Source: an optimization exercise on an open RTL-to-GDS flow (aim: small area). Production flows keep margins and buffers that such runs may drop.
Power figures rest on the tool's default switching activity, not on a simulated workload.

## beta
==> module pc_adder, before the edit <==
module pc_adder (
    input  logic [29:0] a,
    input  logic [15:0] w,
    input  logic        is_branch,
    output logic [29:0] sum
);
    logic [15:0] b;   
    logic [16:0] c;   
    logic [15:0] t;   
    logic [16:0] k;   
    logic [16:0] ones;  
    logic [15:0] n;   
    for (genvar i = 0; i < 16; i++) begin : g_gate
        and2 b_i (.a(is_branch), .b(w[i]), .x(b[i]));
    end
    xnor2 s0_i (.a(a[0]), .b(b[0]), .x(sum[0]));
    ao21  c1_i (.a1(is_branch), .a2(w[0]), .b1(a[0]), .x(c[1]));
    for (genvar i = 1; i < 4; i++) begin : g_ripple
        fa fa_i (.a(a[i]), .b(b[i]), .c(c[i]), .s(sum[i]), .co(c[i+1]));
    end
    for (genvar blk = 0; blk < 3; blk++) begin : g_blk
        localparam int S = 4 + 4 * blk;
        ha ha_i (.a(a[S]), .b(b[S]), .s(t[S]), .co(k[S+1]));
        xor2 s_i (.a(t[S]), .b(c[S]), .x(sum[S]));
        assign ones[S+1] = t[S];
        for (genvar i = S + 1; i < S + 4; i++) begin : g_bit
            fa    fa_i   (.a(a[i]), .b(b[i]), .c(k[i]), .s(t[i]), .co(k[i+1]));
            and2  ones_i (.a(ones[i]), .b(t[i]), .x(ones[i+1]));
            nand2 n_i    (.a(c[S]), .b(ones[i]), .y(n[i]));
            xnor2 s_i    (.a(t[i]), .b(n[i]), .x(sum[i]));
        end
        ao21 c_i (.a1(ones[S+4]), .a2(c[S]), .b1(k[S+4]), .x(c[S+4]));
    end
    logic         x16;
    logic [28:16] e;
    logic [29:17] run;   
    logic [29:17] nflip;
    xor2 x16_i (.a(c[16]), .b(b[15]), .x(x16));
    xor2 s16_i (.a(a[16]), .b(x16), .x(sum[16]));
    for (genvar i = 16; i < 29; i++) begin : g_e
        xor2 e_i (.a(a[i]), .b(b[15]), .x(e[i]));
    end
    assign run[17] = e[16];
    for (genvar i = 18; i < 30; i++) begin : g_run
        and2 run_i (.a(run[i-1]), .b(e[i-1]), .x(run[i]));
    end
    for (genvar i = 17; i < 30; i++) begin : g_high
        nand2 nflip_i (.a(x16), .b(run[i]), .y(nflip[i]));
        xnor2 sum_i   (.a(a[i]), .b(nflip[i]), .x(sum[i]));
    end
endmodule
==> flow/config.mk <==
export PLATFORM = sky130hd
export DESIGN_NAME = decode_stage
export DESIGN_NICKNAME = decode_stage
export VERILOG_FILES = /design/flow/design.v
export SDC_FILE = /design/flow/constraint.sdc
export NUM_CORES = 4
export LEC_CHECK = 0
export CAP_MARGIN = 20
export CORE_MARGIN = 2
export CORE_UTILIZATION = 30
export PLACE_DENSITY = 0.5
export SLEW_MARGIN = 20
export SYNTH_HIERARCHICAL = 1
==> flow/constraint.sdc <==
create_clock -name core_clock -period 7.0 [get_ports {clock}]
set_input_delay 1.4000 -clock core_clock [delete_from_list [all_inputs] [get_ports {clock}]]
set_output_delay 1.4000 -clock core_clock [all_outputs]
set_load 0.01 [all_outputs]
standard.sh (not shown) runs the stock make flow with config.mk's settings and CLKGATE_MAP_FILE= SYNTH_SCRIPT=/design/flow/synth_recipe.tcl, a recipe that flattens the netlist after the stock synthesis.
==> flow/flow/run.sh <==
#!/bin/bash
# Standard layout, with the smallest buffer on every port and a clock tree of few, large clusters.
set -euo pipefail
bash standard.sh 'BUFFER_PORTS_ARGS=-buffer_cell sky130_fd_sc_hd__buf_1' \
  'CTS_ARGS=-sink_clustering_enable -repair_clock_nets -dont_use_dummy_load -buf_list sky130_fd_sc_hd__clkbuf_8 -sink_clustering_size 16 -sink_clustering_max_diameter 80' \
  finish > make_finish.log 2>&1
The final layout from beta, which completed every stage, passed the timing, design-rule and antenna checks at the end of the flow.
> inputs changed (beta -> alpha)
-- flow/design.v --
<<< beta, line 462
        ao21 c_i (.a1(ones[S+4]), .a2(c[S]), .b1(k[S+4]), .x(c[S+4]));
    end
    logic         x16;
    logic [28:16] e;
    logic [29:17] run;   
    logic [29:17] nflip;
    xor2 x16_i (.a(c[16]), .b(b[15]), .x(x16));
    xor2 s16_i (.a(a[16]), .b(x16), .x(sum[16]));
    for (genvar i = 16; i < 29; i++) begin : g_e
        xor2 e_i (.a(a[i]), .b(b[15]), .x(e[i]));
    end
    assign run[17] = e[16];
    for (genvar i = 18; i < 30; i++) begin : g_run
        and2 run_i (.a(run[i-1]), .b(e[i-1]), .x(run[i]));
    end
    for (genvar i = 17; i < 30; i++) begin : g_high
        nand2 nflip_i (.a(x16), .b(run[i]), .y(nflip[i]));
        xnor2 sum_i   (.a(a[i]), .b(nflip[i]), .x(sum[i]));
    end
endmodule
>>> alpha, line 462
        ao21 c_i (.a1(ones[S+4]), .a2(c[S]), .b1(k[S+4]), .x(c[S+4]));
    end
    logic         x16, nx16;
    logic [28:16] e;      
    logic [29:17] run;    
    logic [29:17] fl;     
    xor2  x16_i  (.a(c[16]), .b(b[15]), .x(x16));
    xnor2 nx16_i (.a(c[16]), .b(b[15]), .x(nx16));
    xor2  s16_i  (.a(a[16]), .b(x16), .x(sum[16]));
    for (genvar i = 16; i < 29; i++) begin : g_e
        if (i % 2 == 1 || i == 16) begin : g_true
            xor2  e_i (.a(a[i]), .b(b[15]), .x(e[i]));
        end else begin : g_inv
            xnor2 e_i (.a(a[i]), .b(b[15]), .x(e[i]));
        end
    end
    assign run[17] = e[16];
    for (genvar i = 18; i < 30; i++) begin : g_run
        if (i % 2 == 0) begin : g_nand
            nand2 run_i (.a(run[i-1]), .b(e[i-1]), .y(run[i]));
        end else begin : g_nor
            nor2  run_i (.a(run[i-1]), .b(e[i-1]), .y(run[i]));
        end
    end
    for (genvar i = 17; i < 30; i++) begin : g_high
        if (i % 2 == 1) begin : g_odd
            nand2 fl_i  (.a(x16), .b(run[i]), .y(fl[i]));
            xnor2 sum_i (.a(a[i]), .b(fl[i]), .x(sum[i]));
        end else begin : g_even
            nor2  fl_i  (.a(nx16), .b(run[i]), .y(fl[i]));
            xor2  sum_i (.a(a[i]), .b(fl[i]), .x(sum[i]));
        end
    end
endmodule
Findings:
Diff beta -> alpha: number of synthesized flops with an enable pin barely changed; detailed placer's ending HPWL dropped 3.5%. alpha gives less global-route usage than beta did. In terms of final cell utilization of the core, beta and alpha differ only marginally. Delta (alpha minus beta): non-clock buffer count went down by about 1%, number of clock buffers inserted by TritonCTS went up by 7.7%, post-layout total power went up by 0.031 mW. alpha vs. beta: critical path depth decreased by 2 relative to the old numbers; portion of total power attributed to sequential cells now sits lower; area of all placed cells without fillers neither gained nor lost much. beta vs alpha, startpoint of the worst setup timing path: stage_reg_i.slot_words[123] vs stage_reg_i.slot_words[91]. Compared alpha against beta; worst hold slack within noise. The run showing the smaller detailed-router iteration count before antenna repair is alpha.
No run of this note included a check of the RTL's function; only the layout flow was run.

decode_stage, a different RTL version from the one above (not shown whole).
Size: ~1,500 cells after synthesis, ~260 flip-flops, roughly 740 I/O pins, ~15,000 um2 of cells after synthesis.
==> module pc_adder, before the edit <==
module pc_adder (
    input  logic [29:0] a,
    input  logic [15:0] w,
    input  logic        is_branch,
    output logic [29:0] sum
);
    logic [15:0] b;   
    logic [16:0] c;   
    logic [15:0] t;   
    logic [16:0] k;   
    logic [16:0] ones;  
    logic [15:0] n;   
    for (genvar i = 0; i < 16; i++) begin : g_gate
        and2 b_i (.a(is_branch), .b(w[i]), .x(b[i]));
    end
    xnor2 s0_i (.a(a[0]), .b(b[0]), .x(sum[0]));
    ao21  c1_i (.a1(is_branch), .a2(w[0]), .b1(a[0]), .x(c[1]));
    for (genvar i = 1; i < 6; i++) begin : g_ripple
        fa fa_i (.a(a[i]), .b(b[i]), .c(c[i]), .s(sum[i]), .co(c[i+1]));
    end
    for (genvar blk = 0; blk < 2; blk++) begin : g_blk
        localparam int S = 6 + 5 * blk;
        ha ha_i (.a(a[S]), .b(b[S]), .s(t[S]), .co(k[S+1]));
        xor2 s_i (.a(t[S]), .b(c[S]), .x(sum[S]));
        assign ones[S+1] = t[S];
        for (genvar i = S + 1; i < S + 5; i++) begin : g_bit
            fa    fa_i   (.a(a[i]), .b(b[i]), .c(k[i]), .s(t[i]), .co(k[i+1]));
            and2  ones_i (.a(ones[i]), .b(t[i]), .x(ones[i+1]));
            nand2 n_i    (.a(c[S]), .b(ones[i]), .y(n[i]));
            xnor2 s_i    (.a(t[i]), .b(n[i]), .x(sum[i]));
        end
        ao21 c_i (.a1(ones[S+5]), .a2(c[S]), .b1(k[S+5]), .x(c[S+5]));
    end
    logic         x16, nx16;
    logic [28:16] e;      
    logic [29:17] run;    
    logic [29:17] fl;     
    xor2  x16_i  (.a(c[16]), .b(b[15]), .x(x16));
    xnor2 nx16_i (.a(c[16]), .b(b[15]), .x(nx16));
    xor2  s16_i  (.a(a[16]), .b(x16), .x(sum[16]));
    for (genvar i = 16; i < 29; i++) begin : g_e
        if (i % 2 == 1 || i == 16) begin : g_true
            xor2  e_i (.a(a[i]), .b(b[15]), .x(e[i]));
        end else begin : g_inv
            xnor2 e_i (.a(a[i]), .b(b[15]), .x(e[i]));
        end
    end
    assign run[17] = e[16];
    for (genvar i = 18; i < 30; i++) begin : g_run
        if (i % 2 == 0) begin : g_nand
            nand2 run_i (.a(run[i-1]), .b(e[i-1]), .y(run[i]));
        end else begin : g_nor
            nor2  run_i (.a(run[i-1]), .b(e[i-1]), .y(run[i]));
        end
    end
    for (genvar i = 17; i < 30; i++) begin : g_high
        if (i % 2 == 1) begin : g_odd
            nand2 fl_i  (.a(x16), .b(run[i]), .y(fl[i]));
            xnor2 sum_i (.a(a[i]), .b(fl[i]), .x(sum[i]));
        end else begin : g_even
            nor2  fl_i  (.a(nx16), .b(run[i]), .y(fl[i]));
            xor2  sum_i (.a(a[i]), .b(fl[i]), .x(sum[i]));
        end
    end
endmodule
==> flow/config.mk <==
export PLATFORM = sky130hd
export DESIGN_NAME = decode_stage
export DESIGN_NICKNAME = decode_stage
export VERILOG_FILES = /design/flow/design.v
export SDC_FILE = /design/flow/constraint.sdc
export NUM_CORES = 4
export LEC_CHECK = 0
export CAP_MARGIN = 20
export CORE_MARGIN = 2
export CORE_UTILIZATION = 30
export PLACE_DENSITY = 0.5
export SLEW_MARGIN = 20
export SYNTH_HIERARCHICAL = 1
==> flow/constraint.sdc <==
create_clock -name core_clock -period 7.0 [get_ports {clock}]
set_input_delay 1.4000 -clock core_clock [delete_from_list [all_inputs] [get_ports {clock}]]
set_output_delay 1.4000 -clock core_clock [all_outputs]
set_load 0.01 [all_outputs]
Scripts as last shown in full above: flow/flow/run.sh
==> next run, changes <==
--- a/flow/design.v
+++ b/flow/design.v
@@ -444,7 +444,7 @@
         and2 b_i (.a(is_branch), .b(w[i]), .x(b[i]));
     end
     xnor2 s0_i (.a(a[0]), .b(b[0]), .x(sum[0]));
-    ao21  c1_i (.a1(is_branch), .a2(w[0]), .b1(a[0]), .x(c[1]));
+    or2   c1_i (.a(a[0]), .b(b[0]), .x(c[1]));
     for (genvar i = 1; i < 6; i++) begin : g_ripple
         fa fa_i (.a(a[i]), .b(b[i]), .c(c[i]), .s(sum[i]), .co(c[i+1]));
     end
- The new run finished with timing, DRC and antenna clean
- power went down by 0.46%
- global-route usage barely changes
- combinational power hardly moves
- sequential cell count is unchanged
- core utilization grows by 0.14 points
- fmax stays flat
- via count shrinks by 1.7%
- synthesized area hardly moves
- die area hardly moves
- synthesized cell count is unchanged
- critical path depth is unchanged
No functional check of the RTL was part of any run of this note.

port drivers added, routing unchanged:
In the flow no input, the clock included, has a driving cell. The finished layouts below were timed again as built, in two steps. Step 1 assumes that a clkbuf_16 drives the clock port and a buf_2 every other input. Step 2 adds t to the input delays and takes it off the output delays; t is the mean of the earliest and latest rising clock arrival at the registers after step 1. Input paths then give back, and output paths get back, about the clock's delay inside the block. Slacks: ideal / step 1 / step 2; pairs: ideal / step 1.
run | shift t [ns] | setup WS [ns] | cell pins on the clock port's net
beta | 0.658 | 0.348 / 0.295 / 0.954 | 1
alpha | 0.664 | 0.311 / 0.262 / 0.926 | 1
the first run of note 2 | 0.647 | 0.204 / 0.158 / 0.805 | 1
the second run of note 2 | 0.661 | 0.193 / 0.141 / 0.802 | 1
After both steps setup and hold are still met in every run listed.
